Context: an optimization exercise on an open-source flow, tuned for small area, a short achievable clock period and few clock cycles per item. The choices shown serve that exercise and are no tape-out recipe. The RTL was checked by simulation tests, not by an equivalence proof against the original design. Power figures rest on the tool's default switching activity, not on a simulated workload.

### config.mk
export PLATFORM = sky130hd
export DESIGN_NAME = iso8601_utc_timestamp_parser_unit
export DESIGN_NICKNAME = iso8601_utc_timestamp_parser_unit
export VERILOG_FILES = /design/flow/design.v
export SDC_FILE = /design/flow/constraint.sdc
export NUM_CORES = 4
export LEC_CHECK = 0
export CAP_MARGIN = 20
export CORE_MARGIN = 2
export CORE_UTILIZATION = 30
export CTS_BUF_LIST = sky130_fd_sc_hd__clkbuf_8
export SETUP_SLACK_MARGIN = 3.5
export SLEW_MARGIN = 20
### constraint.sdc
create_clock -name core_clock -period 7.0 [get_ports {clock}]
set_input_delay 1.4000 -clock core_clock [delete_from_list [all_inputs] [get_ports {clock}]]
set_output_delay 1.4000 -clock core_clock [all_outputs]
set_load 0.01 [all_outputs]
### design.v
`default_nettype none
package itsp_pkg;
   localparam int unsigned K_W = 23;   
   function automatic logic [K_W-1:0] ka(input logic [3:0] a);
      ka =
         (a == 4'd0) ? 23'd7669079 :
         (a == 4'd1) ? 23'd8034321 :
         (a == 4'd2) ? 23'd10956 :
         (a == 4'd3) ? 23'd376198 :
         (a == 4'd4) ? 23'd741441 :
         (a == 4'd5) ? 23'd1106683 :
         (a == 4'd6) ? 23'd1471926 :
         (a == 4'd7) ? 23'd1837168 :
         (a == 4'd8) ? 23'd2202411 :
         (a == 4'd9) ? 23'd2567653 :
         (a == 4'd10) ? 23'd2202411 :
         (a == 4'd11) ? 23'd2567653 :
         (a == 4'd12) ? 23'd2202411 :
         (a == 4'd13) ? 23'd2567653 :
         (a == 4'd14) ? 23'd2202411 :
         23'd2567653;
   endfunction
   function automatic logic [K_W-1:0] kb(input logic [3:0] b, input logic ao);
      kb =
         ({ao, b} == 5'd0) ? 23'd0 :
         ({ao, b} == 5'd1) ? 23'd36524 :
         ({ao, b} == 5'd2) ? 23'd73048 :
         ({ao, b} == 5'd3) ? 23'd109572 :
         ({ao, b} == 5'd4) ? 23'd146097 :
         ({ao, b} == 5'd5) ? 23'd182621 :
         ({ao, b} == 5'd6) ? 23'd219145 :
         ({ao, b} == 5'd7) ? 23'd255669 :
         ({ao, b} == 5'd8) ? 23'd292194 :
         ({ao, b} == 5'd9) ? 23'd328718 :
         ({ao, b} == 5'd10) ? 23'd292194 :
         ({ao, b} == 5'd11) ? 23'd328718 :
         ({ao, b} == 5'd12) ? 23'd292194 :
         ({ao, b} == 5'd13) ? 23'd328718 :
         ({ao, b} == 5'd14) ? 23'd292194 :
         ({ao, b} == 5'd15) ? 23'd328718 :
         ({ao, b} == 5'd16) ? 23'd0 :
         ({ao, b} == 5'd17) ? 23'd36524 :
         ({ao, b} == 5'd18) ? 23'd73049 :
         ({ao, b} == 5'd19) ? 23'd109573 :
         ({ao, b} == 5'd20) ? 23'd146097 :
         ({ao, b} == 5'd21) ? 23'd182621 :
         ({ao, b} == 5'd22) ? 23'd219146 :
         ({ao, b} == 5'd23) ? 23'd255670 :
         ({ao, b} == 5'd24) ? 23'd292194 :
         ({ao, b} == 5'd25) ? 23'd328718 :
         ({ao, b} == 5'd26) ? 23'd292194 :
         ({ao, b} == 5'd27) ? 23'd328718 :
         ({ao, b} == 5'd28) ? 23'd292194 :
         ({ao, b} == 5'd29) ? 23'd328718 :
         ({ao, b} == 5'd30) ? 23'd292194 :
         23'd328718;
   endfunction
   function automatic logic [K_W-1:0] kc(input logic [3:0] c);
      kc =
         (c == 4'd0) ? 23'd0 :
         (c == 4'd1) ? 23'd3652 :
         (c == 4'd2) ? 23'd7305 :
         (c == 4'd3) ? 23'd10957 :
         (c == 4'd4) ? 23'd14610 :
         (c == 4'd5) ? 23'd18262 :
         (c == 4'd6) ? 23'd21915 :
         (c == 4'd7) ? 23'd25567 :
         (c == 4'd8) ? 23'd29220 :
         (c == 4'd9) ? 23'd32872 :
         (c == 4'd10) ? 23'd29220 :
         (c == 4'd11) ? 23'd32872 :
         (c == 4'd12) ? 23'd29220 :
         (c == 4'd13) ? 23'd32872 :
         (c == 4'd14) ? 23'd29220 :
         23'd32872;
   endfunction
   function automatic logic [K_W-1:0] kd(input logic [3:0] d, input logic co);
      kd =
         ({co, d} == 5'd0) ? 23'd0 :
         ({co, d} == 5'd1) ? 23'd366 :
         ({co, d} == 5'd2) ? 23'd731 :
         ({co, d} == 5'd3) ? 23'd1096 :
         ({co, d} == 5'd4) ? 23'd1461 :
         ({co, d} == 5'd5) ? 23'd1827 :
         ({co, d} == 5'd6) ? 23'd2192 :
         ({co, d} == 5'd7) ? 23'd2557 :
         ({co, d} == 5'd8) ? 23'd2922 :
         ({co, d} == 5'd9) ? 23'd3288 :
         ({co, d} == 5'd10) ? 23'd2922 :
         ({co, d} == 5'd11) ? 23'd3288 :
         ({co, d} == 5'd12) ? 23'd2922 :
         ({co, d} == 5'd13) ? 23'd3288 :
         ({co, d} == 5'd14) ? 23'd2922 :
         ({co, d} == 5'd15) ? 23'd3288 :
         ({co, d} == 5'd16) ? 23'd1 :
         ({co, d} == 5'd17) ? 23'd366 :
         ({co, d} == 5'd18) ? 23'd731 :
         ({co, d} == 5'd19) ? 23'd1097 :
         ({co, d} == 5'd20) ? 23'd1462 :
         ({co, d} == 5'd21) ? 23'd1827 :
         ({co, d} == 5'd22) ? 23'd2192 :
         ({co, d} == 5'd23) ? 23'd2558 :
         ({co, d} == 5'd24) ? 23'd2923 :
         ({co, d} == 5'd25) ? 23'd3288 :
         ({co, d} == 5'd26) ? 23'd2923 :
         ({co, d} == 5'd27) ? 23'd3288 :
         ({co, d} == 5'd28) ? 23'd2923 :
         ({co, d} == 5'd29) ? 23'd3288 :
         ({co, d} == 5'd30) ? 23'd2923 :
         23'd3288;
   endfunction
   function automatic logic [K_W-1:0] kmon(input logic m1, input logic [3:0] m0, input logic lp);
      kmon =
         ({m1, m0, lp} == 6'd0) ? 23'd0 :
         ({m1, m0, lp} == 6'd1) ? 23'd0 :
         ({m1, m0, lp} == 6'd2) ? 23'd0 :
         ({m1, m0, lp} == 6'd3) ? 23'd0 :
         ({m1, m0, lp} == 6'd4) ? 23'd31 :
         ({m1, m0, lp} == 6'd5) ? 23'd31 :
         ({m1, m0, lp} == 6'd6) ? 23'd59 :
         ({m1, m0, lp} == 6'd7) ? 23'd60 :
         ({m1, m0, lp} == 6'd8) ? 23'd90 :
         ({m1, m0, lp} == 6'd9) ? 23'd91 :
         ({m1, m0, lp} == 6'd10) ? 23'd120 :
         ({m1, m0, lp} == 6'd11) ? 23'd121 :
         ({m1, m0, lp} == 6'd12) ? 23'd151 :
         ({m1, m0, lp} == 6'd13) ? 23'd152 :
         ({m1, m0, lp} == 6'd14) ? 23'd181 :
         ({m1, m0, lp} == 6'd15) ? 23'd182 :
         ({m1, m0, lp} == 6'd16) ? 23'd212 :
         ({m1, m0, lp} == 6'd17) ? 23'd213 :
         ({m1, m0, lp} == 6'd18) ? 23'd243 :
         ({m1, m0, lp} == 6'd19) ? 23'd244 :
         ({m1, m0, lp} == 6'd20) ? 23'd212 :
         ({m1, m0, lp} == 6'd21) ? 23'd213 :
         ({m1, m0, lp} == 6'd22) ? 23'd243 :
         ({m1, m0, lp} == 6'd23) ? 23'd244 :
         ({m1, m0, lp} == 6'd24) ? 23'd212 :
         ({m1, m0, lp} == 6'd25) ? 23'd213 :
         ({m1, m0, lp} == 6'd26) ? 23'd243 :
         ({m1, m0, lp} == 6'd27) ? 23'd244 :
         ({m1, m0, lp} == 6'd28) ? 23'd212 :
         ({m1, m0, lp} == 6'd29) ? 23'd213 :
         ({m1, m0, lp} == 6'd30) ? 23'd243 :
         ({m1, m0, lp} == 6'd31) ? 23'd244 :
         ({m1, m0, lp} == 6'd32) ? 23'd273 :
         ({m1, m0, lp} == 6'd33) ? 23'd274 :
         ({m1, m0, lp} == 6'd34) ? 23'd304 :
         ({m1, m0, lp} == 6'd35) ? 23'd305 :
         ({m1, m0, lp} == 6'd36) ? 23'd334 :
         ({m1, m0, lp} == 6'd37) ? 23'd335 :
         ({m1, m0, lp} == 6'd38) ? 23'd304 :
         ({m1, m0, lp} == 6'd39) ? 23'd305 :
         ({m1, m0, lp} == 6'd40) ? 23'd334 :
         ({m1, m0, lp} == 6'd41) ? 23'd335 :
         ({m1, m0, lp} == 6'd42) ? 23'd304 :
         ({m1, m0, lp} == 6'd43) ? 23'd305 :
         ({m1, m0, lp} == 6'd44) ? 23'd334 :
         ({m1, m0, lp} == 6'd45) ? 23'd335 :
         ({m1, m0, lp} == 6'd46) ? 23'd304 :
         ({m1, m0, lp} == 6'd47) ? 23'd305 :
         ({m1, m0, lp} == 6'd48) ? 23'd334 :
         ({m1, m0, lp} == 6'd49) ? 23'd335 :
         ({m1, m0, lp} == 6'd50) ? 23'd304 :
         ({m1, m0, lp} == 6'd51) ? 23'd305 :
         ({m1, m0, lp} == 6'd52) ? 23'd334 :
         ({m1, m0, lp} == 6'd53) ? 23'd335 :
         ({m1, m0, lp} == 6'd54) ? 23'd304 :
         ({m1, m0, lp} == 6'd55) ? 23'd305 :
         ({m1, m0, lp} == 6'd56) ? 23'd334 :
         ({m1, m0, lp} == 6'd57) ? 23'd335 :
         ({m1, m0, lp} == 6'd58) ? 23'd304 :
         ({m1, m0, lp} == 6'd59) ? 23'd305 :
         ({m1, m0, lp} == 6'd60) ? 23'd334 :
         ({m1, m0, lp} == 6'd61) ? 23'd335 :
         ({m1, m0, lp} == 6'd62) ? 23'd304 :
         23'd305;
   endfunction
endpackage
`default_nettype wire
`default_nettype none
module itsp_add (
   input  wire logic [38:0] a,
   input  wire logic [38:0] b,
   output      logic [38:0] s
);
   logic [38:0] p0, g0;
   assign p0 = a ^ b;
   assign g0 = a & b;
   logic g1_1, p1_1, g1_3, p1_3, g1_5, p1_5, g1_7, p1_7;
   logic g1_9, p1_9, g1_11, p1_11, g1_13, p1_13, g1_15, p1_15;
   logic g1_17, p1_17, g1_19, p1_19, g1_21, p1_21, g1_23, p1_23;
   logic g1_25, p1_25, g1_27, p1_27, g1_29, p1_29, g1_31, p1_31;
   logic g1_33, p1_33, g1_35, p1_35, g1_37, p1_37, g2_3, p2_3;
   logic g2_7, p2_7, g2_11, p2_11, g2_15, p2_15, g2_19, p2_19;
   logic g2_23, p2_23, g2_27, p2_27, g2_31, p2_31, g2_35, p2_35;
   logic g3_7, p3_7, g3_15, p3_15, g3_23, p3_23, g3_31, p3_31;
   logic g4_15, p4_15, g4_31, p4_31, g5_31, p5_31, g7_23, p7_23;
   logic g8_11, p8_11, g8_19, p8_19, g8_27, p8_27, g8_35, p8_35;
   logic g9_5, p9_5, g9_9, p9_9, g9_13, p9_13, g9_17, p9_17;
   logic g9_21, p9_21, g9_25, p9_25, g9_29, p9_29, g9_33, p9_33;
   logic g9_37, p9_37, g10_2, g10_4, g10_6, g10_8, g10_10, g10_12;
   logic g10_14, g10_16, g10_18, g10_20, g10_22, g10_24, g10_26, g10_28;
   logic g10_30, g10_32, g10_34, g10_36, g10_38;
   assign g1_1 = g0[1] | (p0[1] & g0[0]);
   assign p1_1 = p0[1] & p0[0];
   assign g1_3 = g0[3] | (p0[3] & g0[2]);
   assign p1_3 = p0[3] & p0[2];
   assign g1_5 = g0[5] | (p0[5] & g0[4]);
   assign p1_5 = p0[5] & p0[4];
   assign g1_7 = g0[7] | (p0[7] & g0[6]);
   assign p1_7 = p0[7] & p0[6];
   assign g1_9 = g0[9] | (p0[9] & g0[8]);
   assign p1_9 = p0[9] & p0[8];
   assign g1_11 = g0[11] | (p0[11] & g0[10]);
   assign p1_11 = p0[11] & p0[10];
   assign g1_13 = g0[13] | (p0[13] & g0[12]);
   assign p1_13 = p0[13] & p0[12];
   assign g1_15 = g0[15] | (p0[15] & g0[14]);
   assign p1_15 = p0[15] & p0[14];
   assign g1_17 = g0[17] | (p0[17] & g0[16]);
   assign p1_17 = p0[17] & p0[16];
   assign g1_19 = g0[19] | (p0[19] & g0[18]);
   assign p1_19 = p0[19] & p0[18];
   assign g1_21 = g0[21] | (p0[21] & g0[20]);
   assign p1_21 = p0[21] & p0[20];
   assign g1_23 = g0[23] | (p0[23] & g0[22]);
   assign p1_23 = p0[23] & p0[22];
   assign g1_25 = g0[25] | (p0[25] & g0[24]);
   assign p1_25 = p0[25] & p0[24];
   assign g1_27 = g0[27] | (p0[27] & g0[26]);
   assign p1_27 = p0[27] & p0[26];
   assign g1_29 = g0[29] | (p0[29] & g0[28]);
   assign p1_29 = p0[29] & p0[28];
   assign g1_31 = g0[31] | (p0[31] & g0[30]);
   assign p1_31 = p0[31] & p0[30];
   assign g1_33 = g0[33] | (p0[33] & g0[32]);
   assign p1_33 = p0[33] & p0[32];
   assign g1_35 = g0[35] | (p0[35] & g0[34]);
   assign p1_35 = p0[35] & p0[34];
   assign g1_37 = g0[37] | (p0[37] & g0[36]);
   assign p1_37 = p0[37] & p0[36];
   assign g2_3 = g1_3 | (p1_3 & g1_1);
   assign p2_3 = p1_3 & p1_1;
   assign g2_7 = g1_7 | (p1_7 & g1_5);
   assign p2_7 = p1_7 & p1_5;
   assign g2_11 = g1_11 | (p1_11 & g1_9);
   assign p2_11 = p1_11 & p1_9;
   assign g2_15 = g1_15 | (p1_15 & g1_13);
   assign p2_15 = p1_15 & p1_13;
   assign g2_19 = g1_19 | (p1_19 & g1_17);
   assign p2_19 = p1_19 & p1_17;
   assign g2_23 = g1_23 | (p1_23 & g1_21);
   assign p2_23 = p1_23 & p1_21;
   assign g2_27 = g1_27 | (p1_27 & g1_25);
   assign p2_27 = p1_27 & p1_25;
   assign g2_31 = g1_31 | (p1_31 & g1_29);
   assign p2_31 = p1_31 & p1_29;
   assign g2_35 = g1_35 | (p1_35 & g1_33);
   assign p2_35 = p1_35 & p1_33;
   assign g3_7 = g2_7 | (p2_7 & g2_3);
   assign p3_7 = p2_7 & p2_3;
   assign g3_15 = g2_15 | (p2_15 & g2_11);
   assign p3_15 = p2_15 & p2_11;
   assign g3_23 = g2_23 | (p2_23 & g2_19);
   assign p3_23 = p2_23 & p2_19;
   assign g3_31 = g2_31 | (p2_31 & g2_27);
   assign p3_31 = p2_31 & p2_27;
   assign g4_15 = g3_15 | (p3_15 & g3_7);
   assign p4_15 = p3_15 & p3_7;
   assign g4_31 = g3_31 | (p3_31 & g3_23);
   assign p4_31 = p3_31 & p3_23;
   assign g5_31 = g4_31 | (p4_31 & g4_15);
   assign p5_31 = p4_31 & p4_15;
   assign g7_23 = g3_23 | (p3_23 & g4_15);
   assign p7_23 = p3_23 & p4_15;
   assign g8_11 = g2_11 | (p2_11 & g3_7);
   assign p8_11 = p2_11 & p3_7;
   assign g8_19 = g2_19 | (p2_19 & g4_15);
   assign p8_19 = p2_19 & p4_15;
   assign g8_27 = g2_27 | (p2_27 & g7_23);
   assign p8_27 = p2_27 & p7_23;
   assign g8_35 = g2_35 | (p2_35 & g5_31);
   assign p8_35 = p2_35 & p5_31;
   assign g9_5 = g1_5 | (p1_5 & g2_3);
   assign p9_5 = p1_5 & p2_3;
   assign g9_9 = g1_9 | (p1_9 & g3_7);
   assign p9_9 = p1_9 & p3_7;
   assign g9_13 = g1_13 | (p1_13 & g8_11);
   assign p9_13 = p1_13 & p8_11;
   assign g9_17 = g1_17 | (p1_17 & g4_15);
   assign p9_17 = p1_17 & p4_15;
   assign g9_21 = g1_21 | (p1_21 & g8_19);
   assign p9_21 = p1_21 & p8_19;
   assign g9_25 = g1_25 | (p1_25 & g7_23);
   assign p9_25 = p1_25 & p7_23;
   assign g9_29 = g1_29 | (p1_29 & g8_27);
   assign p9_29 = p1_29 & p8_27;
   assign g9_33 = g1_33 | (p1_33 & g5_31);
   assign p9_33 = p1_33 & p5_31;
   assign g9_37 = g1_37 | (p1_37 & g8_35);
   assign p9_37 = p1_37 & p8_35;
   assign g10_2 = g0[2] | (p0[2] & g1_1);
   assign g10_4 = g0[4] | (p0[4] & g2_3);
   assign g10_6 = g0[6] | (p0[6] & g9_5);
   assign g10_8 = g0[8] | (p0[8] & g3_7);
   assign g10_10 = g0[10] | (p0[10] & g9_9);
   assign g10_12 = g0[12] | (p0[12] & g8_11);
   assign g10_14 = g0[14] | (p0[14] & g9_13);
   assign g10_16 = g0[16] | (p0[16] & g4_15);
   assign g10_18 = g0[18] | (p0[18] & g9_17);
   assign g10_20 = g0[20] | (p0[20] & g8_19);
   assign g10_22 = g0[22] | (p0[22] & g9_21);
   assign g10_24 = g0[24] | (p0[24] & g7_23);
   assign g10_26 = g0[26] | (p0[26] & g9_25);
   assign g10_28 = g0[28] | (p0[28] & g8_27);
   assign g10_30 = g0[30] | (p0[30] & g9_29);
   assign g10_32 = g0[32] | (p0[32] & g5_31);
   assign g10_34 = g0[34] | (p0[34] & g9_33);
   assign g10_36 = g0[36] | (p0[36] & g8_35);
   assign g10_38 = g0[38] | (p0[38] & g9_37);
   assign s[0] = p0[0];
   assign s[1] = p0[1] ^ g0[0];
   assign s[2] = p0[2] ^ g1_1;
   assign s[3] = p0[3] ^ g10_2;
   assign s[4] = p0[4] ^ g2_3;
   assign s[5] = p0[5] ^ g10_4;
   assign s[6] = p0[6] ^ g9_5;
   assign s[7] = p0[7] ^ g10_6;
   assign s[8] = p0[8] ^ g3_7;
   assign s[9] = p0[9] ^ g10_8;
   assign s[10] = p0[10] ^ g9_9;
   assign s[11] = p0[11] ^ g10_10;
   assign s[12] = p0[12] ^ g8_11;
   assign s[13] = p0[13] ^ g10_12;
   assign s[14] = p0[14] ^ g9_13;
   assign s[15] = p0[15] ^ g10_14;
   assign s[16] = p0[16] ^ g4_15;
   assign s[17] = p0[17] ^ g10_16;
   assign s[18] = p0[18] ^ g9_17;
   assign s[19] = p0[19] ^ g10_18;
   assign s[20] = p0[20] ^ g8_19;
   assign s[21] = p0[21] ^ g10_20;
   assign s[22] = p0[22] ^ g9_21;
   assign s[23] = p0[23] ^ g10_22;
   assign s[24] = p0[24] ^ g7_23;
   assign s[25] = p0[25] ^ g10_24;
   assign s[26] = p0[26] ^ g9_25;
   assign s[27] = p0[27] ^ g10_26;
   assign s[28] = p0[28] ^ g8_27;
   assign s[29] = p0[29] ^ g10_28;
   assign s[30] = p0[30] ^ g9_29;
   assign s[31] = p0[31] ^ g10_30;
   assign s[32] = p0[32] ^ g5_31;
   assign s[33] = p0[33] ^ g10_32;
   assign s[34] = p0[34] ^ g9_33;
   assign s[35] = p0[35] ^ g10_34;
   assign s[36] = p0[36] ^ g8_35;
   assign s[37] = p0[37] ^ g10_36;
   assign s[38] = p0[38] ^ g9_37;
endmodule
`default_nettype wire
`default_nettype none
module iso8601_utc_timestamp_parser_unit (
   input  wire logic        clock,
   input  wire logic        reset,
   input  wire logic        req_tvalid,
   output      logic        req_tready,
   input  wire logic [7:0]  req_tdata,    
   input  wire logic        req_tlast,    
   output      logic        rsp_tvalid,
   input  wire logic        rsp_tready,
   output      logic [39:0] rsp_tdata,    
   output      logic        rsp_tuser     
);
   localparam int unsigned W = 39;
   logic       in_v, in_last;
   logic       in_p0;            
   logic       in_zend;          
   logic [3:0] in_lo;
   logic [1:0] in_hi;
   logic       st_ka, st_k, st_x24, st_x60;
   logic [4:0] pos;              
   logic [2:0] prv;              
   logic [itsp_pkg::K_W-1:0] kreg;    
   logic       aodd;             
   logic [1:0] hm4;              
   logic       codd, cz;         
   logic       lp;               
   logic [1:0] mcls;             
   logic       err;              
   logic       rv, rok;          
   logic [W-1:0] acc;
   logic consume, is_final, take, go;
   logic [4:0] pos_nx;
   logic isdig, isdash, iscolon, isT, isZ, bad, day_ok, ok;
   logic [3:0] dg;
   assign dg      = in_lo;
   assign isdig   = (in_hi == 2'd1) && (in_lo <= 4'd9);
   assign iscolon = (in_hi == 2'd1) && (in_lo == 4'hA);
   assign isdash  = (in_hi == 2'd2) && (in_lo == 4'hD);
   assign isT     = (in_hi == 2'd3) && (in_lo == 4'h4);
   assign isZ     = (in_hi == 2'd3) && (in_lo == 4'hA);
   assign consume    = in_v && (in_p0 || !rv);
   assign go         = in_v && !rv;    
   assign is_final   = consume && in_last;
   assign req_tready = !in_v || in_p0 || !rv;
   assign take       = req_tvalid && req_tready;
   assign pos_nx     = !consume ? pos : (in_last ? 5'd0 : pos + 5'd1);
   always_ff @(posedge clock) begin
      if (reset)        in_v <= 1'b0;
      else if (take)    in_v <= 1'b1;
      else if (consume) in_v <= 1'b0;
      if (take) begin
         in_lo   <= req_tdata[3:0];
         in_last <= req_tlast;
         in_p0   <= (pos_nx == 5'd0) && !req_tlast;
         in_zend <= ((req_tdata & 8'hDF) == 8'h5A) && req_tlast && (pos_nx == 5'd19);
         if (req_tdata[7:4] == 4'h3)                             in_hi <= 2'd1;
         else if (req_tdata[7:4] == 4'h2)                        in_hi <= 2'd2;
         else if (!req_tdata[7] && req_tdata[6] && req_tdata[4]) in_hi <= 2'd3;
         else                                                    in_hi <= 2'd0;
         st_ka   <= !req_tlast && (pos_nx == 5'd1);
         st_k    <= !req_tlast && ((pos_nx == 5'd2) || (pos_nx == 5'd3) || (pos_nx == 5'd4) ||
                                   (pos_nx == 5'd7) || (pos_nx == 5'd9) || (pos_nx == 5'd10) ||
                                   (pos_nx == 5'd12) || (pos_nx == 5'd13) ||
                                   (pos_nx == 5'd15) || (pos_nx == 5'd16) || (pos_nx == 5'd18));
         st_x24  <= !req_tlast && (pos_nx == 5'd11);
         st_x60  <= !req_tlast && ((pos_nx == 5'd14) || (pos_nx == 5'd17));
      end
   end
   always_comb begin
      case (prv[1:0])
         2'd0:    day_ok = (dg != 4'd0);
         2'd1:    day_ok = 1'b1;
         2'd2:    day_ok = (mcls != 2'd2) || (dg <= 4'd8) || lp;
         default: day_ok = (mcls == 2'd0) ? (dg <= 4'd1) : ((mcls == 2'd1) && (dg == 4'd0));
      endcase
   end
   always_comb begin
      case (pos)
         5'd0, 5'd1, 5'd2, 5'd3, 5'd15: bad = !isdig;
         5'd4, 5'd7:   bad = !isdash;
         5'd5:         bad = !isdig || (dg > 4'd1);
         5'd6:         bad = !isdig || (prv[0] ? (dg > 4'd2) : (dg == 4'd0));
         5'd8:         bad = !isdig || (dg > 4'd3);
         5'd9:         bad = !isdig || !day_ok;
         5'd10:        bad = !isT;
         5'd11:        bad = !isdig || (dg > 4'd2);
         5'd12:        bad = !isdig || (prv[1] && (dg > 4'd3));
         5'd13, 5'd16: bad = !iscolon;
         5'd14:        bad = !isdig || (dg > 4'd5);
         5'd17:        bad = !isdig || (dg > 4'd6);
         5'd18:        bad = !isdig || (prv[2] && prv[1] && (dg != 4'd0));
         5'd19:        bad = !isZ || !in_last;
         default:      bad = 1'b1;
      endcase
   end
   assign ok = !err && in_zend;
   logic [W-1:0] a_op, b_op, acc_nx;
   logic [itsp_pkg::K_W-1:0] kv;
   logic [6:0]   tens;
   logic         keep;
   assign tens = (dg[2:0] == 3'd0) ? 7'd0  : (dg[2:0] == 3'd1) ? 7'd10 :
                 (dg[2:0] == 3'd2) ? 7'd20 : (dg[2:0] == 3'd3) ? 7'd30 :
                 (dg[2:0] == 3'd4) ? 7'd40 : (dg[2:0] == 3'd5) ? 7'd50 :
                 (dg[2:0] == 3'd6) ? 7'd60 : 7'd70;
   assign kv = {itsp_pkg::K_W{(go && (st_ka || st_k)) || (is_final && ok)}} & kreg;
   assign keep = !((go && (st_ka || st_x24 || st_x60)) || (is_final && !ok));
   assign a_op = ({W{keep}} & acc) |
                 ({W{go && st_x24}} & (acc << 4)) |
                 ({W{go && st_x60}} & {acc[W-7:0], 6'd1});
   assign b_op = {{(W - itsp_pkg::K_W){go && st_ka && kreg[itsp_pkg::K_W-1]}}, kv} |
                 ({W{go && st_x24}} & (acc << 3)) |
                 ({W{go && st_x60}} & ~(acc << 2));
   itsp_add u_add (
      .a (a_op),
      .b (b_op),
      .s (acc_nx)
   );
   always_ff @(posedge clock) begin
      acc <= acc_nx;
      if (consume) begin
         prv <= dg[2:0];
         case (pos)
            5'd0: begin
               aodd <= dg[0];
               kreg <= itsp_pkg::ka(dg);
            end
            5'd1: begin
               hm4  <= {dg[1] ^ aodd, dg[0]};
               kreg <= itsp_pkg::kb(dg, aodd);
            end
            5'd2: begin
               codd <= dg[0];
               cz   <= (dg == 4'd0);
               kreg <= itsp_pkg::kc(dg);
            end
            5'd3: begin
               lp   <= (cz && (dg == 4'd0)) ? (hm4 == 2'd0) : ({dg[1] ^ codd, dg[0]} == 2'd0);
               kreg <= (dg == 4'd0) ? itsp_pkg::K_W'(codd || (cz && (hm4 != 2'd0)))
                                    : itsp_pkg::kd(dg, codd);
            end
            5'd8, 5'd11, 5'd14, 5'd17: kreg <= itsp_pkg::K_W'(tens);
            5'd9, 5'd12, 5'd15, 5'd18: kreg <= itsp_pkg::K_W'(dg);
            5'd6: begin
               kreg <= itsp_pkg::K_W'(itsp_pkg::kmon(prv[0], dg, lp));
               if (prv[0])                                            mcls <= (dg == 4'd1) ? 2'd1 : 2'd0;
               else if (dg == 4'd2)                                   mcls <= 2'd2;
               else if ((dg == 4'd4) || (dg == 4'd6) || (dg == 4'd9)) mcls <= 2'd1;
               else                                                   mcls <= 2'd0;
            end
            default: ;
         endcase
      end
      if (is_final) rok <= ok;
   end
   always_ff @(posedge clock) begin
      if (reset) begin
         pos <= '0;
         err <= 1'b0;
         rv  <= 1'b0;
      end else begin
         pos <= pos_nx;
         if (consume) err <= in_last ? 1'b0 : (err || bad);
         if (is_final)        rv <= 1'b1;
         else if (rsp_tready) rv <= 1'b0;
      end
   end
   assign rsp_tvalid = rv;
   assign rsp_tdata  = {1'b0, acc};
   assign rsp_tuser  = rok;
endmodule
`default_nettype wire
### flow/run.sh
#!/bin/bash
# The standard layout, with the port buffers made from the smallest buffer cell.
set -euo pipefail
export BUFFER_PORTS_ARGS="-buffer_cell sky130_fd_sc_hd__buf_1"
bash standard.sh > standard.log 2>&1
### standard.sh
#!/bin/bash
# synth_recipe.tcl (not shown) runs the flow's synth.tcl, then flattens the netlist and writes it again
# the make line also repeats each setting of config.mk as NAME=value (left out here)
make -C /OpenROAD-flow-scripts/flow DESIGN_CONFIG=/design/flow/config.mk WORK_HOME=/design/flow/orfs CLKGATE_MAP_FILE= SYNTH_SCRIPT=/design/flow/synth_recipe.tcl "${@:-finish}"
==> impl_metrics.tcl, run 1 <==
set metrics [dict create \
    grt_max_degree 53 \
    p_leak_nw 3.625 \
    antennaDiodeCount 0 \
    netlist_area_um2 7574 \
    drive_above_1_share_pct 15.42 \
    drv_slew 0 \
    clockBufferDepth 2 \
    synth-edff-count 48 \
    path_clk_slew_ps 110 \
    wl_per_cell_um 18.52 \
    syn2layout_area_growth_pct 18.93 \
    start_util_pct 30.34 \
    placed_cell_area_um2 8148 \
    insertion_delay_ps 380 \
    routed_wl_um 23890 \
    design.core.area_um2 24960 \
    hold_violations 0 \
    final-setup-viol-count 0 \
    dieArea_um2 26530 \
    drcViolationCount 0 \
    postSynthAreaPerCell_um2 8.415 \
    overflow 0 \
    row_count 58 \
    grt_util_all_layers_pct 17.50 \
    syn_inst 900 \
    vias 7393 \
    synth_top_area_cell "edfxtp_1" \
    ys.flop_type "edfxtp_1" \
    nets 1030 \
    worstSetupPathType "flip-flop to flip-flop" \
    die_height_um 162.9 \
    io_buffer_count 54 \
    via_per_inst 5.731 \
    post-place-ws_ps 2569 \
    hpwl_um 16090 \
    cts_tree "built" \
    first_global_vias 6762 \
    clock_skew_ps 21.58 \
    setup-tns-final_ps 0 \
    drt-initial-drc-count 1318 \
    synthTopCellsByCount "92 x nor2_1, 89 x nand2_1, 56 x clkbuf_1" \
    grt_pass1_wl_um 37350 \
    num_io_pins 56 \
    cts-hold-fix-buffers 0 \
    fmax_mhz 255.9 \
    synth-seq-cells 95 \
    die_w_um 162.9 \
    ys_seq_area_share_pct 31.46 \
    tightestPinTransition_ps 789.6 \
    clockRootBuffer "clkbuf_8" \
    fin_ws_ps 3093 \
    synthArstFlopShare_pct 0 \
    min_period_ps 3907 \
    endpoint_kind "flip-flop" \
    ir_worst_vdd_uv 141.1 \
    crit_fanout 9 \
    hold_path.class "flip-flop to flip-flop" \
    worstPathArrival_ps 4170 \
    yosysMostFrequentCell "nor2_1" \
    antenna_left 0 \
    worstPathRequired_ps 7270 \
    numClockSinks 95 \
    synth.area.top_cells "edfxtp_1 19%, dfxtp_1 12%, ha_1 7.1%, fa_1 5.0%, nor2_1 4.6%" \
    max-slew-margin-rel_pct 46.81 \
    timing.hold.ws_ps 565.0 \
    synth_cell_types 79 \
    synth_top_area_share_pct 19.03 \
    yosysWarningCount 1 \
    drv_cap 0 \
    cts_max_level 3 \
    gp_congestion 0.8778 \
    crit_path_start_kind "flip-flop" \
    p_per_area_nw_per_um2 269.0 \
    dr.pass1.iters 7 \
    outcome "timing/DRC/antenna clean" \
    cts_buffers 9 \
    finish.instance_area_um2 9007 \
    rsz0062_at_grt "true" \
    syn_nets 975 \
    fin_crit_sh_pct 55.82 \
    grt_antenna_before_repair 0 \
]
metrics by stage:
| step | instances | power (mW) | util (%) |
|---|---|---|---|
| after floorplan | 900 | 1.555 | - |
| after global placement | 1229 | 1.874 | 32.64 |
| after detailed placement | 1229 | 1.894 | 32.64 |
| after CTS | 1272 | 2.347 | 34.85 |
| after global routing | 1290 | 2.596 | 36.08 |
| final | 1290 | 2.423 | 36.08 |
placed cells by master, fill, tap and decap left out, types with 13 or more instances in the layout:
cell      synthesis  routed
a21o_1           14      14
dfxtp_1          47      45
nand2b_1         21      19
o211ai_1         20      20
inv_1            53      54
fa_2              0      13
nor2b_1          17      16
xor2_1           19      19
a221o_1          20      20
nor3_1           16      15
nand2_1          89      84
ha_1             43      33
buf_4             1      48
a222oi_1         33      33
buf_1             6      54
nor2_1           92      90
edfxtp_1         48      48
a21oi_1          55      50
o21ai_0          53      50
where the power goes:
part / total [mW] / switching, mW / internal [mW]
clock network: 0.372 / 0.209 / 0.163
registers: 0.972 / 0.246 / 0.726
logic: 1.08 / 0.602 / 0.477
total: 2.42 / 1.06 / 1.37
flip-flops by register name (all words and copies together), names as in the netlist, 2 cells and up:
register	count
kreg	23
in_hi	2
mcls	2
prv	3
hm4	2
pos	5
acc	39
in_lo	4
repair_timing:
item,in CTS,in global routing
buffers inserted,26,16
gates resized for setup,34,31
endpoints found under the setup margin,31,32
gates cloned,1,2
pin swaps,17,23
final cells by class:
| class | count | area [um2] |
|---|---|---|
| Sequential cell | 95 | 2390 |
| Clock inverter | 7 | 65.06 |
| Multi-Input combinational cell | 685 | 5121 |
| Clock buffer | 9 | 123.9 |
| Inverter | 55 | 206.4 |
| Tap cell | 330 | 412.9 |
| Fill cell | 2575 | 15960 |
| Timing Repair Buffer | 109 | 688.2 |
critical path: stages (launching register included):
cell      delay, ps
dfxtp_4         430
nor2b_4         210
o31ai_4         100
and2_4          180
buf_12          150
a222oi_1        260
inv_1           130
ha_4            310
nand4_4         110
or4_4           520
or4_4           520
o21ai_4         180
o311ai_4        130
nand2_2         130
fa_2            430
worst paths after layout:
check	startpoint	endpoint	cells after the start	slack (ps)
min reg2reg	rv	rv	2	560
max reg2reg	in_v	acc[36]	14	3090
min	rv	rv	2	560
max	in_v	acc[36]	14	3090
cell families (layout without fill, tap and decap cells):
logic type | count (synthesis) | in the layout | share of synthesized area, %
other | 1 | 1 | 0.04951
AND/OR/NAND/NOR | 301 | 302 | 19.10
flip-flops | 95 | 95 | 31.46
XOR/XNOR | 27 | 27 | 3.122
adder cells (fa/ha/maj) | 62 | 62 | 12.13
multiplexers | 3 | 3 | 0.4295
buffers and inverters | 121 | 180 | 6.096
AO/OA/AOI/OAI | 290 | 290 | 27.62
routing by layer:
metal | routed length (um) | global-route usage (%)
met1 | 10470 | 24.42
met2 | 11260 | 28.02
met3 | 1626 | 2.470
met4 | 535 | 5.310
met5 | 0 | 0
Testbench counts, summed over its fixed seeds: cycles 32,016, items 1,600.
==> run 2: changes to the inputs <==
--- a/config.mk
+++ b/config.mk
@@ -11,3 +11,4 @@
 export CTS_BUF_LIST = sky130_fd_sc_hd__clkbuf_8
 export SETUP_SLACK_MARGIN = 3.5
 export SLEW_MARGIN = 20
+export TNS_END_PERCENT = 5
==> run 2 against run 1 <==
  * Synthesized area did not move
  * Clock power barely moved
  * Clock skew fell by 5.6 ps
  * Largest power group unchanged
  * First-iteration DRC count fell by 18%
  * Setup slack got worse by 17 ps
==> impl_metrics.tcl, run 2 <==
set metrics [dict create \
    path_clk_slew_ps 100 \
    finish.instance_area_um2 8668 \
    grt_max_degree 72 \
    rsz0062_at_grt "true" \
    num_io_pins 56 \
    gp_congestion 0.8583 \
    numClockSinks 95 \
    nets 1008 \
    drv_slew 0 \
    fin_crit_sh_pct 56.06 \
    netlist_area_um2 7574 \
    synth.area.top_cells "edfxtp_1 19%, dfxtp_1 12%, ha_1 7.1%, fa_1 5.0%, nor2_1 4.6%" \
    synth_top_area_cell "edfxtp_1" \
    postSynthAreaPerCell_um2 8.415 \
    die_w_um 162.9 \
    p_sw_mw 1.009 \
    antennaDiodeCount 0 \
    io_buffer_count 54 \
    crit_fanout 18 \
    dr.pass1.iters 7 \
    drv_cap 0 \
    hold_path.class "flip-flop to flip-flop" \
    start_util_pct 30.34 \
    hpwl_um 16130 \
    outcome "timing/DRC/antenna clean" \
    synth_top_area_share_pct 19.03 \
    crit_path_start_kind "flip-flop" \
    final-setup-viol-count 0 \
    syn_inst 900 \
    worstRegToRegCells 15 \
    tightestPinTransition_ps 915.8 \
    first_global_vias 6690 \
    vias 7308 \
    ys.flop_type "edfxtp_1" \
    worstSetupPathType "flip-flop to flip-flop" \
    hold_violations 0 \
    seqPwrFrac_pct 41.4 \
    grt_antenna_before_repair 0 \
    cts_max_level 3 \
    final_common_cell "nor2_1" \
    drcViolationCount 0 \
    max-slew-margin-rel_pct 38.77 \
    power_frac_clock_pct 16.1 \
    overflow 0 \
    final_cell_mix "92 x nor2_1, 85 x nand2_1, 54 x buf_1" \
    syn2layout_area_growth_pct 14.46 \
    min_period_ps 3925 \
    grt_util_all_layers_pct 17.39 \
    fmax_mhz 254.8 \
    placed_cell_area_um2 8112 \
    post-place-ws_ps 2382 \
    setup-tns-final_ps 0 \
    antenna_left 0 \
    p_sw_share_pct 43.54 \
    cts_buffers 9 \
    largestRegisters "acc (39), kreg (23), pos (5)" \
    routed_wl_um 23480 \
    regMostFlops "acc" \
    p_leak_nw 3.503 \
    design.core.area_um2 24960 \
    synth_cell_types 79 \
    ys_seq_area_share_pct 31.46 \
    p_per_area_nw_per_um2 267.4 \
    synthArstFlopShare_pct 0 \
    worstPathArrival_ps 4190 \
    synth-seq-cells 95 \
    internal_power_mw 1.309 \
    syn_nets 975 \
    grt_pass1_wl_um 36920 \
    worstPathRequired_ps 7270 \
    yosysMostFrequentCell "nor2_1" \
    synth-edff-count 48 \
    whs_path_depth 2 \
    dieArea_um2 26530 \
    via_per_inst 5.763 \
    utilization_pct 34.72 \
    comb_power_share_pct 42.5 \
    clockRootBuffer "clkbuf_8" \
    timing.hold.ws_ps 542.7 \
    die_height_um 162.9 \
    row_count 58 \
    insertion_delay_ps 370 \
    cts_tree "built" \
    fillers 2594 \
    drt-initial-drc-count 1085 \
    drive_above_1_share_pct 11.30 \
    fin_ws_ps 3075 \
    instances_no_fill 1268 \
    wl_per_cell_um 18.51 \
    total_power_mw 2.318 \
    clock_skew_ps 15.94 \
    yosysWarningCount 1 \
    cts-hold-fix-buffers 0 \
    clockBufferDepth 2 \
    endpoint_kind "flip-flop" \
    dpl.cell_count 1228 \
    largest_register_ff_count 39 \
    synthTopCellsByCount "92 x nor2_1, 89 x nand2_1, 56 x clkbuf_1" \
    ir_worst_vdd_uv 152.5 \
]
## run 2: cell counts after synthesis
No cell type changed its count.
## run 2: repair_timing
action / CTS / global route
cloned: 2 / 1
endpoints found under the setup margin: 34 / 37
gates resized for setup: 27 / 7
buffers inserted: 14 / 7
pin swaps: 9 / 15
## run 2: cell families (layout without fill, tap and decap cells)
logic type	Yosys count	after routing	share of synthesized area [%]
compound gates	290	292	27.62
mux	3	3	0.4295
buf+inv	121	157	6.096
xor+xnor	27	27	3.122
other cells	1	1	0.04951
flops	95	95	31.46
fa+ha+maj	62	62	12.13
simple gates	301	301	19.10
## run 2: area by class of cell
type / count / area (um2) / area share, %
inverters: 55 / 206.4 / 2.382
multi-input cells: 686 / 4980 / 57.45
clock inverters: 7 / 72.57 / 0.8372
clock buffers: 9 / 123.9 / 1.429
flip-flops and latches: 95 / 2389 / 27.55
well taps: 330 / 412.9 / 4.763
repair buffers: 86 / 484.2 / 5.586
## run 2: critical path, stage by stage, from the launching register on
cell and delay (ps):
edfxtp_1 360, nand2b_4 160, nand4_1 170, and2_4 200, buf_4 140, clkbuf_16 180, a222oi_1 270, inv_1 120
ha_1 320, nand3_1 120, or4_1 420, or4_4 510, o21ai_2 160, o311ai_2 130, nand2_2 110, fa_2 420
## run 2: metal layers
metal	global-route usage (%)	part of all wire (%)	vias to the layer above
li1	-	-	3432
met1	23.58	44	3493
met2	28.24	46	323
met3	2.903	6.6	60
met4	5.551	3.1	0
met5	0	0	-
## run 2: power by group through the flow
stage	registers (mW)	logic, mW	clock network [mW]
6_report	0.960	0.985	0.373
5_1_grt	0.975	1.11	0.406
4_1_cts	0.953	0.952	0.386
3_5_place_dp	0.967	0.908	0
3_3_place_gp	0.970	0.884	0
2_1_floorplan	0.927	0.613	0
## run 2: final timing paths
path | from | to | slack, ps
worst max-delay path | in_p0 | acc[36] | 3080
worst min-delay path | in_v | in_v | 540
worst max register to register | in_p0 | acc[36] | 3080
worst min register to register | in_v | in_v | 540
==> run 3: changes to the inputs <==
--- a/config.mk
+++ b/config.mk
@@ -9,6 +9,6 @@
 export CORE_MARGIN = 2
 export CORE_UTILIZATION = 30
 export CTS_BUF_LIST = sky130_fd_sc_hd__clkbuf_8
-export SETUP_SLACK_MARGIN = 3.5
+export SETUP_SLACK_MARGIN = 4.5
 export SLEW_MARGIN = 20
 export TNS_END_PERCENT = 5
==> run 3 against run 2 <==
  * Still clean on timing, DRC and antenna
  * Sequential share of layout area increased by 0.050 points
  * Clock skew increased by 16 ps
  * Clock-buffer cell count unchanged
  * Synthesized cell count unchanged
  * Register-to-register slack got worse by 80 ps
  * Sequential cell count unchanged
  * Non-clock buffer count increased by 3
  * Critical path depth decreased by 1
  * Setup slack got worse by 84 ps
  * First-iteration DRC count decreased by 0.18%
  * Fmax decreased by 2.1%
==> impl_metrics.tcl, run 3 <==
set metrics [dict create \
    outcome "timing/DRC/antenna clean" \
    grt_util_all_layers_pct 17.34 \
    finish.instance_area_um2 8657 \
    cts-hold-fix-buffers 0 \
    wl_per_cell_um 18.26 \
    p_leak_nw 3.511 \
    hold_path.class "flip-flop to flip-flop" \
    max-slew-margin-rel_pct 37.87 \
    endpoint_kind "flip-flop" \
    insertion_delay_ps 390 \
    utilization_pct 34.68 \
    drcViolationCount 0 \
    p_per_area_nw_per_um2 262.9 \
    design.core.area_um2 24960 \
    start_util_pct 30.34 \
    worstPathCellList "nand2b_4 -> nand4_1 -> and2_4 -> buf_12 -> a222oi_1 -> inv_1 -> ha_1 -> nand4_4 -> or4_4 -> or4_4 -> o21ai_4 -> o311ai_4 -> nand2_2 -> fa_2" \
    final-setup-viol-count 0 \
    worstSetupPathType "flip-flop to flip-flop" \
    synthTopCellsByCount "92 x nor2_1, 89 x nand2_1, 56 x clkbuf_1" \
    antennaDiodeCount 0 \
    ir_worst_vdd_uv 169.9 \
    grt_antenna_before_repair 0 \
    hpwl_um 16070 \
    worstPathRequired_ps 7270 \
    total_power_mw 2.276 \
    via_per_inst 5.746 \
    overflow 0 \
    synth.area.top_cells "edfxtp_1 19%, dfxtp_1 12%, ha_1 7.1%, fa_1 5.0%, nor2_1 4.6%" \
    post-place-ws_ps 2544 \
    io_buffer_count 54 \
    cts_tree "built" \
    clockRootBuffer "clkbuf_8" \
    p_sw_share_pct 44.11 \
    ys_seq_area_share_pct 31.46 \
    num_io_pins 56 \
    placed_cell_area_um2 8119 \
    gp_congestion 0.8832 \
    synth_cell_types 79 \
    die_w_um 162.9 \
    synth-edff-count 48 \
    worst_path_max_delay_cell "or4_4" \
    regMostFlops "acc" \
    crit_path_start_kind "flip-flop" \
    power_frac_clock_pct 14.6 \
    dieArea_um2 26530 \
    hold_violations 0 \
    cts_max_level 3 \
    drv_slew 0 \
    crit_fanout 16 \
    netlist_area_um2 7574 \
    synthArstFlopShare_pct 0 \
    rsz0062_at_grt "true" \
    instances_no_fill 1270 \
    min_period_ps 4008 \
    grt_pass1_wl_um 36700 \
    clock_skew_ps 31.67 \
    ys.flop_type "edfxtp_1" \
    timing.critical_path.mode_cell "or4_4" \
    fmax_mhz 249.5 \
    routed_wl_um 23190 \
    max_stage_delay_ps 530 \
    synth-seq-cells 95 \
    seqPwrFrac_pct 42.3 \
    timing.hold.ws_ps 580.2 \
    die_height_um 162.9 \
    postSynthAreaPerCell_um2 8.415 \
    final_cell_mix "92 x nor2_1, 85 x nand2_1, 54 x buf_1" \
    synth_top_area_share_pct 19.03 \
    drt-initial-drc-count 1083 \
    row_count 58 \
    fin_crit_sh_pct 57.26 \
    internal_power_mw 1.272 \
    numClockSinks 95 \
    drive_above_1_share_pct 11.17 \
    fin_ws_ps 2992 \
    yosysMostFrequentCell "nor2_1" \
    synth_top_area_cell "edfxtp_1" \
    syn2layout_area_growth_pct 14.31 \
    comb_power_share_pct 43.1 \
    largestRegisters "acc (39), kreg (23), pos (5)" \
    nets 1010 \
    dpl.cell_count 1229 \
    vias 7297 \
    worstPathArrival_ps 4280 \
    largest_register_ff_count 39 \
    antenna_left 0 \
    syn_nets 975 \
    grt_max_degree 53 \
    dr.pass1.iters 9 \
    tightestPinTransition_ps 929.3 \
    clockBufferDepth 2 \
    first_global_vias 6764 \
    syn_inst 900 \
    setup-tns-final_ps 0 \
    final_common_cell "nor2_1" \
    yosysWarningCount 1 \
    cts_buffers 9 \
    p_sw_mw 1.004 \
    drv_cap 0 \
    path_clk_slew_ps 100 \
]
-- run 3: cell counts after synthesis --
Identical to the previous run, type by type.
-- run 3: metal layers --
metal	track usage [%]	part of all wire, %
met1	22.97	44
met2	29.16	48
met3	2.572	6.4
met4	5.390	1.9
met5	0	0
-- run 3: final cells by class --
| cell class | instances | area (um2) |
|---|---|---|
| Sequential cell | 95 | 2390 |
| Multi-Input combinational cell | 685 | 4964 |
| Clock inverter | 7 | 42.54 |
| Inverter | 55 | 206.4 |
| Tap cell | 330 | 412.9 |
| Clock buffer | 9 | 123.9 |
| Fill cell | 2599 | 16310 |
| Timing Repair Buffer | 89 | 518.0 |
-- run 3: cell families after synthesis --
group	synth area share (%)
buffers and inverters	6.096
AND/OR/NAND/NOR	19.10
AO/OA/AOI/OAI	27.62
adder cells (fa/ha/maj)	12.13
XOR/XNOR	3.122
other	0.04951
flip-flops	31.46
multiplexers	0.4295
-- run 3: worst paths after layout --
check           from  endpoint  slack, ps  cells after the start
max          in_zend   acc[36]       2990                     14
min reg2reg       rv        rv        580                      2
min               rv        rv        580                      2
max reg2reg  in_zend   acc[36]       2990                     14
-- run 3: repair_timing --
item / CTS / global route
hold endpoints to repair: 0 / 0
pin swaps: 15 / 5
setup buffers: 18 / 5
gates cloned: 2 / 0
resized for setup: 26 / 8
endpoints found under the setup margin: 96 / 109
-- run 3: power by group through the flow --
stage	sequential (mW)	combinational, mW	clock, mW
finish	0.962	0.981	0.333
global route	0.977	1.10	0.363
CTS	0.954	0.958	0.343
detailed placement	0.968	0.898	0
global placement	0.971	0.887	0
floorplan	0.927	0.614	0
-- run 3: critical path, delay by kind of cell (launching register included) --
kind                     cells  cell delay (ps)
AO/OA/AOI/OAI                3              620
adder cells (fa/ha/maj)      2              810
buffers and inverters        2              260
flip-flops                   1              480
AND/OR/NAND/NOR              7             1700

==> separate check: timing with driven ports <==
The results above use ideal ports. As a check the final layouts listed here were re-extracted and re-timed, cells and wires unchanged. Step 1 sets driving cells, clkbuf_16 on the clock port and buf_2 on the other inputs (assumed; they add their load-dependent delay and slew). Step 2 times the ports against the registers' clock, not the clock port: input delays grow and output delays shrink by t, the midpoint of the rising clock arrivals with the driver on. a / b / c = no drivers / after step 1 / after step 2; a / b = the first two.
run | shift t [ns] | setup slack, ns | hold WS [ns] | slew at the worst register clock pin (ns) | pins driven straight from the clock port
run 1 | 0.408 | 3.093 / 3.093 / 3.093 | 0.565 / 0.565 / 0.565 | 0.11 / 0.11 | 1
run 2 | 0.408 | 3.075 / 3.076 / 3.076 | 0.543 / 0.543 / 0.543 | 0.10 / 0.10 | 1
run 3 | 0.411 | 2.992 / 2.992 / 2.992 | 0.580 / 0.580 / 0.580 | 0.11 / 0.11 | 1
After both steps setup and hold are still met in every run listed.
